This is an optimization exercise on Yosys and OpenROAD, whose aim is small area, not a production implementation.
The RTL was checked by simulation tests, not by an equivalence proof against the original design.
Power figures rest on the tool's default switching activity, not on a simulated workload.

===== flow/run.sh =====
#!/bin/bash
# synth_recipe.tcl (not shown) runs the flow's synth.tcl, then flattens the netlist and writes it again
# the make line also repeats each setting of config.mk as NAME=value (left out here)
make -C /OpenROAD-flow-scripts/flow DESIGN_CONFIG=/design/flow/config.mk WORK_HOME=/design/flow/orfs CLKGATE_MAP_FILE= SYNTH_SCRIPT=/design/flow/synth_recipe.tcl finish

===== flow/config.mk =====
export PLATFORM = sky130hd
export DESIGN_NAME = ahb_bridge_front
export DESIGN_NICKNAME = ahb_bridge_front
export VERILOG_FILES = /design/flow/design.v
export SDC_FILE = /design/flow/constraint.sdc
export NUM_CORES = 4
export LEC_CHECK = 0
export CAP_MARGIN = 20
export CORE_MARGIN = 2
export CORE_UTILIZATION = 40
export SLEW_MARGIN = 20

===== flow/constraint.sdc =====
create_clock -name core_clock -period 12.0 [get_ports {Hclk}]
set_input_delay 2.4000 -clock core_clock [delete_from_list [all_inputs] [get_ports {Hclk}]]
set_output_delay 2.4000 -clock core_clock [all_outputs]
set_load 0.01 [all_outputs]

===== flow/design.v =====
package ahb_pkg;
        typedef logic [32-1:0] word_t;       
        typedef enum logic [1:0]
        {
                IDLE   = 2'b00,
                BUSY   = 2'b01,
                NONSEQ = 2'b10,
                SEQ    = 2'b11
        } htrans_t;
        typedef logic [2:0] hsize_t;
        typedef enum logic [1:0]
        {
                OKAY  = 2'b00,
                ERROR = 2'b10
        } hresp_t;
endpackage
package bridge_cfg_pkg;
        typedef logic [4-1:0] slave_sel_t;
        typedef logic [3:0] cfg_index_t;
endpackage
module cfg_regfile
(
        input  logic                            Hclk,
        input  logic                            Hresetn,
        input  ahb_pkg::htrans_t                Htrans,
        input  logic                            Hreadyin,
        input  logic                            Hwrite,
        input  ahb_pkg::word_t                  Haddr,
        input  ahb_pkg::word_t                  Hwdata,
        input  ahb_pkg::hresp_t                 Hresp,
        output ahb_pkg::word_t [4-1:0]    base,
        output ahb_pkg::word_t [4-1:0]    len,
        output ahb_pkg::word_t                  config_reg_data
);
        logic                           addr_phase;
        logic                           cfg_hit;
        logic                           wr_pend;
        logic                           wr_en;
        bridge_cfg_pkg::cfg_index_t     wr_idx;
        bridge_cfg_pkg::cfg_index_t     rd_idx;
        ahb_pkg::word_t                 rd_word;
        assign addr_phase = Hreadyin && (Htrans == ahb_pkg::NONSEQ || Htrans == ahb_pkg::SEQ);
        assign cfg_hit    = (Haddr <= 8);
        assign rd_idx     = bridge_cfg_pkg::cfg_index_t'(Haddr[3:0]);
        assign wr_en      = wr_pend && (Hresp != ahb_pkg::ERROR);
        always_ff @(posedge Hclk or negedge Hresetn)
        begin
                if (!Hresetn)
                begin
                        wr_pend <= 1'b0;
                        wr_idx  <= '0;
                end
                else
                begin
                        wr_pend <= addr_phase && Hwrite && cfg_hit;
                        wr_idx  <= rd_idx;
                end
        end
        always_ff @(posedge Hclk or negedge Hresetn)
        begin
                if (!Hresetn)
                begin
                        base[0] <= 'h8000_0000;
                        base[1] <= 'h8400_0000;
                        base[2] <= 'h8800_0000;
                        base[3] <= 'h8C00_0000;
                        for (int i = 0; i < 4; i++)
                                len[i] <= 'h0000_03FF;
                end
                else if (wr_en)
                begin
                        for (int i = 0; i < 4; i++)
                        begin
                                if (wr_idx == bridge_cfg_pkg::cfg_index_t'(2 * i + 1))
                                        base[i] <= Hwdata;
                                if (wr_idx == bridge_cfg_pkg::cfg_index_t'(2 * i + 2))
                                        len[i] <= Hwdata;
                        end
                end
        end
        always_comb
        begin
                rd_word = '0;
                for (int i = 0; i < 4; i++)
                begin
                        if (rd_idx == bridge_cfg_pkg::cfg_index_t'(2 * i + 1))
                                rd_word = base[i];
                        if (rd_idx == bridge_cfg_pkg::cfg_index_t'(2 * i + 2))
                                rd_word = len[i];
                end
                if (!cfg_hit)
                        rd_word = '0;
                else if (wr_en && wr_idx == rd_idx && rd_idx != '0)
                        rd_word = Hwdata;        
        end
        always_ff @(posedge Hclk or negedge Hresetn)
        begin
                if (!Hresetn)
                        config_reg_data <= '0;
                else if (Hreadyin)
                        config_reg_data <= (addr_phase && !Hwrite) ? rd_word : '0;
        end
endmodule
module slave_decoder
(
        input  ahb_pkg::word_t                  Haddr,
        input  ahb_pkg::word_t [4-1:0]    base,
        input  ahb_pkg::word_t [4-1:0]    len,
        output bridge_cfg_pkg::slave_sel_t      Pselx_out
);
        logic [32:0]        win_end;
        always_comb
        begin
                Pselx_out  = '0;
                win_end    = '0;
                for (int i = 0; i < 4; i++)
                begin
                        win_end      = {1'b0, base[i]} + {1'b0, len[i]};    
                        Pselx_out[i] = (Haddr >= base[i]) && ({1'b0, Haddr} < win_end);
                end
        end
endmodule
module transfer_checker
(
        input  logic                    Hclk,
        input  logic                    Hresetn,
        input  ahb_pkg::htrans_t        Htrans,
        input  ahb_pkg::hsize_t         Hsize,
        input  logic                    Hwrite,
        input  ahb_pkg::word_t          Haddr,
        input  logic                    Hreadyin,
        output ahb_pkg::hresp_t         Hresp,
        output logic                    err_stall
);
        typedef enum logic [1:0]
        {
                ERR_IDLE   = 2'b00,
                ERR_FIRST  = 2'b01,      
                ERR_SECOND = 2'b10       
        } err_state_t;
        err_state_t             state;
        err_state_t             state_nxt;
        ahb_pkg::htrans_t       htrans_prev;
        ahb_pkg::hsize_t        hsize_prev;
        logic                   hwrite_prev;
        logic                   addr_phase;
        ahb_pkg::word_t         align_mask;
        logic                   misaligned;
        logic                   oversize;
        logic                   seq_after_idle;
        logic                   seq_mismatch;
        logic                   error;
        assign addr_phase = Hreadyin && (Htrans == ahb_pkg::NONSEQ || Htrans == ahb_pkg::SEQ);
        assign align_mask = ~({32{1'b1}} << Hsize);
        assign misaligned = (Haddr > 8) && ((Haddr & align_mask) != '0);
        assign oversize = ((32'd8 << Hsize) > 32);
        assign seq_after_idle = (Htrans == ahb_pkg::SEQ) && (htrans_prev == ahb_pkg::IDLE);
        assign seq_mismatch = (Htrans == ahb_pkg::SEQ) && (htrans_prev == ahb_pkg::NONSEQ) &&
                              ((Hsize != hsize_prev) || (Hwrite != hwrite_prev));
        assign error = addr_phase && (state == ERR_IDLE) &&
                       (misaligned || oversize || seq_after_idle || seq_mismatch);
        always_ff @(posedge Hclk or negedge Hresetn)
        begin
                if (!Hresetn)
                begin
                        htrans_prev <= ahb_pkg::IDLE;
                        hsize_prev  <= '0;
                        hwrite_prev <= 1'b0;
                end
                else
                begin
                        htrans_prev <= Htrans;
                        hsize_prev  <= Hsize;
                        hwrite_prev <= Hwrite;
                end
        end
        always_ff @(posedge Hclk or negedge Hresetn)
        begin
                if (!Hresetn)
                        state <= ERR_IDLE;
                else
                        state <= state_nxt;
        end
        always_comb
        begin
                case (state)
                ERR_IDLE:
                        state_nxt = error ? ERR_FIRST : ERR_IDLE;
                ERR_FIRST:
                        state_nxt = ERR_SECOND;
                default:
                        state_nxt = ERR_IDLE;
                endcase
        end
        assign Hresp     = (state == ERR_IDLE) ? ahb_pkg::OKAY : ahb_pkg::ERROR;
        assign err_stall = (state == ERR_FIRST);
endmodule
module ahb_bridge_front
(
        input  logic                            Hclk,
        input  logic                            Hresetn,
        input  ahb_pkg::htrans_t                Htrans,
        input  ahb_pkg::hsize_t                 Hsize,
        input  ahb_pkg::word_t                  Haddr,
        input  logic                            Hwrite,
        input  ahb_pkg::word_t                  Hwdata,
        input  logic                            Hreadyin,
        input  logic                            Hreadyout_in,
        output ahb_pkg::hresp_t                 Hresp,
        output logic                            Hreadyout,
        output bridge_cfg_pkg::slave_sel_t      Pselx_out,
        output logic                            valid,
        output ahb_pkg::word_t                  config_reg_data
);
        ahb_pkg::word_t [4-1:0]   base;
        ahb_pkg::word_t [4-1:0]   len;
        logic                           err_stall;
        logic                           cfg_wr;
        logic                           active;
        assign cfg_wr = Hwrite && (Haddr <= 8);      
        assign active = (Htrans == ahb_pkg::NONSEQ) || (Htrans == ahb_pkg::SEQ);
        assign Hreadyout = (Hresp == ahb_pkg::ERROR) ? !err_stall : (cfg_wr || Hreadyout_in);
        assign valid = Hreadyin && (Hresp != ahb_pkg::ERROR) && active && !cfg_wr;
        cfg_regfile i_cfg_regfile
        (
                .Hclk            (Hclk),
                .Hresetn         (Hresetn),
                .Htrans          (Htrans),
                .Hreadyin        (Hreadyin),
                .Hwrite          (Hwrite),
                .Haddr           (Haddr),
                .Hwdata          (Hwdata),
                .Hresp           (Hresp),
                .base            (base),
                .len             (len),
                .config_reg_data (config_reg_data)
        );
        slave_decoder i_slave_decoder
        (
                .Haddr     (Haddr),
                .base      (base),
                .len       (len),
                .Pselx_out (Pselx_out)
        );
        transfer_checker i_transfer_checker
        (
                .Hclk      (Hclk),
                .Hresetn   (Hresetn),
                .Htrans    (Htrans),
                .Hsize     (Hsize),
                .Hwrite    (Hwrite),
                .Haddr     (Haddr),
                .Hreadyin  (Hreadyin),
                .Hresp     (Hresp),
                .err_stall (err_stall)
        );
endmodule

==> impl_metrics.ini <==
[status]
run_status = timing/DRC/antenna clean

[sta]
setup_viol = 0
skew_ns = 0.0157
hold_viol_final = 0
rsz0062_at_grt = false
tns_ns = 0
finalCritPeriodShare = 0.767
hold_slack_ns = 0.467
tightest_slew_ns = 1.01
finalMaxSlewViolations = 0
fin_crit_ns = 9.20
fmax_mhz = 109
slew_headroom = 0.323

[critical_path]
crit_path_end_kind = primary output
crit_arrival_ns = 6.80
reg2regPathDepth = 6
r2r_end = i_cfg_regfile.config_reg_data[3]$_DFFE_PN0P_
regToRegSetupSlack_ns = 9.49
r2r_start = i_cfg_regfile.wr_idx[0]$_DFF_PN0_
crit_path_start_kind = primary input
required_ns = 9.60
worstSetupPathType = in -> out
crit_fanout = 13

[grt]
grt_max_degree = 155
grt_pass1_wl_um = 127000
antenna_found_initial = 4
gr-total-overflow = 0
grt_pass1_vias = 21409
grtUsageTotal = 0.261

[clock_network]
ctsResizeCount = 0
cts.sinks = 301
hold_buffers = 0
cts.path.max_buffers = 3
cts_tree = built
htree_levels = 2
insertion_delay_ns = 0.57
clk_pin_slew_ns = 0.05
cts_buffers = 38
postCtsSetupBuffers = 0
root_buffer = clkbuf_16

[placement]
placedCellCount = 3510
place_hpwl_um = 62200
placed_area_mm2 = 0.0267
numPortBuffers = 112
place.gp.congestion = 0.959

[min_path]
min_from = i_transfer_checker.state[1]$_DFF_PN0_
hold_depth = 1
hold_class = reg -> reg
min_to = i_transfer_checker.state[1]$_DFF_PN0_

[yosys]
yosysTopAreaCellShare = 0.256
synth_edf_count = 0
yosys-top-cells-count = ha_1 (380), dfrtp_1 (253), nand2_1 (232), o21ai_0 (231), inv_1 (202)
yosys-top-cells-area = dfrtp_1 (26%), ha_1 (19%), mux2_2 (7.5%), dfstp_2 (5.1%), o21ai_0 (4.7%)
avgSynthCellArea_um2 = 9.17
ys.flop_type = dfrtp_1
syn_area_mm2 = 0.0248
yosys.area.top_type = dfrtp_1
synth_nets = 3157
synth_cell_types = 86
syn_inst = 2699
ys_seq_elements = 301
synth_seq_area_share = 0.307
ys_async_sr_fraction = 1.00
synth.most_common_cell = ha_1
yosys_warnings = 3

[floorplan]
die_h_um = 253
start_util = 0.403
die_w_um = 253
core.rowCount = 91
die_area_mm2 = 0.0639
io_pins = 114
core_mm2 = 0.0615

[drt]
drc = 0
vias = 21569
totalWireLength_um = 83500
viasPerCell = 6.02
wire_per_inst_um = 23.3
antenna_left = 0
dr.pass1.iters = 9
drt_first_iter_violations = 1987

[layout]
fillers = 5801
drive_gt1_frac = 0.124
multi_input_area_mm2 = 0.0160
final_area_mm2 = 0.0282
seq_area_mm2 = 0.00759
area_delta_synth_final_pct = 13.7
nNetsFinal = 3218
fin_cells = 3581

[pwr]
power_density_mw_per_mm2 = 105
leakagePower_nw = 13.4
peakVddDrop_v = 0.0000861

[run]
maxCapViolations = 0
[metrics by stage]
| stage | power, mW | worst slack [ns] | util |
|---|---|---|---|
| 2_1_floorplan | 1.44 | 5.11 | - |
| 3_3_place_gp | 1.63 | 2.81 | 0.434 |
| 3_5_place_dp | 1.65 | 2.81 | 0.435 |
| 4_1_cts | 2.98 | 2.78 | 0.458 |
| 5_1_grt | 3.09 | 2.57 | 0.458 |
| 6_report | 2.96 | 2.80 | 0.458 |
[per-layer routing]
layer	routed length [um]	GRT usage
met1	38500	0.370
met2	36200	0.402
met4	2310	0.0766
met5	12	0
met3	6530	0.0485
[final cells by class]
cell class,count,area share
Clock buffer,61,0.0430
Inverter,202,0.0269
Multi-Input combinational cell,2076,0.569
Antenna cell,1,0.0000889
Timing Repair Buffer,141,0.0487
Clock inverter,9,0.00791
Tap cell,790,0.0351
Sequential cell,301,0.270
[flip-flops by register name (all words and copies together) (netlist names)]
signal / flops
i_cfg_regfile.base: 128
i_cfg_regfile.len: 128
i_cfg_regfile.config_reg_data: 32
i_cfg_regfile.wr_idx: 4
i_transfer_checker.hsize_prev: 3
i_transfer_checker.htrans_prev: 2
i_transfer_checker.state: 2
i_cfg_regfile.wr_pend: 1
i_transfer_checker.hwrite_prev: 1
[worst max-delay path by stage]
stage | start | end | slack, ns | cells past startpoint
global route | Haddr[0] | Pselx_out[1] | 2.57 | 13
CTS | Haddr[0] | Pselx_out[1] | 2.78 | 13
floorplan | Haddr[0] | Pselx_out[1] | 5.11 | 12
detailed placement | Haddr[0] | Pselx_out[1] | 2.81 | 13
finish | Haddr[0] | Pselx_out[1] | 2.80 | 13
global placement | Haddr[0] | Pselx_out[1] | 2.81 | 13
[cells by family after synthesis]
family	Yosys count	synth area share
AO/OA/AOI/OAI	819	0.218
XOR/XNOR	111	0.0393
adder cells (fa/ha/maj)	384	0.195
buffers and inverters	322	0.0493
flip-flops	301	0.307
multiplexers	166	0.0754
other	1	0.000151
AND/OR/NAND/NOR	595	0.116
[power by group]
group          leakage [nW]  switching (mW)  internal (mW)
registers              3.34          0.0270           1.04
logic                  9.35           0.336          0.233
clock network         0.698           0.476          0.841
[worst max-delay path: stages]
cell             delay [ns]
clkdlybuf4s50_1        0.89
inv_1                  0.29
ha_1                   0.36
nand2b_1               0.15
a21o_1                 0.18
a21o_1                 0.19
a21oi_1                0.15
nor2_1                 0.06
a2111oi_0              0.38
o21ai_0                0.31
a2111oi_0              0.76
a211oi_1               0.15
clkdlybuf4s50_1        0.53
[cell usage in the layout, fill, tap and decap left out, types with 36 or more instances in the layout]
master and instances:
nand4_1 42, nand2_1 232, a222oi_1 56, inv_1 202, a21oi_1 174, nand2b_1 37, nor2_1 83, xnor2_1 61
a21o_1 110, xor2_1 50, o21ai_0 231, o22ai_1 36, dfstp_2 48, mux2_2 164, dfrtp_1 253, ha_1 380
clkbuf_16 41, clkdlybuf4s50_1 110, nand3_1 62

[static timing again, ports no longer ideal]
In the flow no input, the clock included, has a driving cell. The finished layout below was timed again as built, in two steps.
Step 1, drivers: a clkbuf_16 drives Hclk and a buf_2 each remaining input, both assumed.
Step 2, shift: input delay + t, output delay - t, t = (earliest + latest rising clock arrival at the registers) / 2. This alone moves slack from input paths to output paths.
Three values: no drivers, after step 1, after step 2; two values: the first two.
t, ns: 0.618
slack for setup (ns): 2.799 / 2.773 / 2.773
latest minus earliest clock arrival (ns): 0.015 / 0.016
After both steps this run still meets setup and hold. The setup slack of this run moves by -0.026 ns with the drivers and by -0.026 ns with both steps.
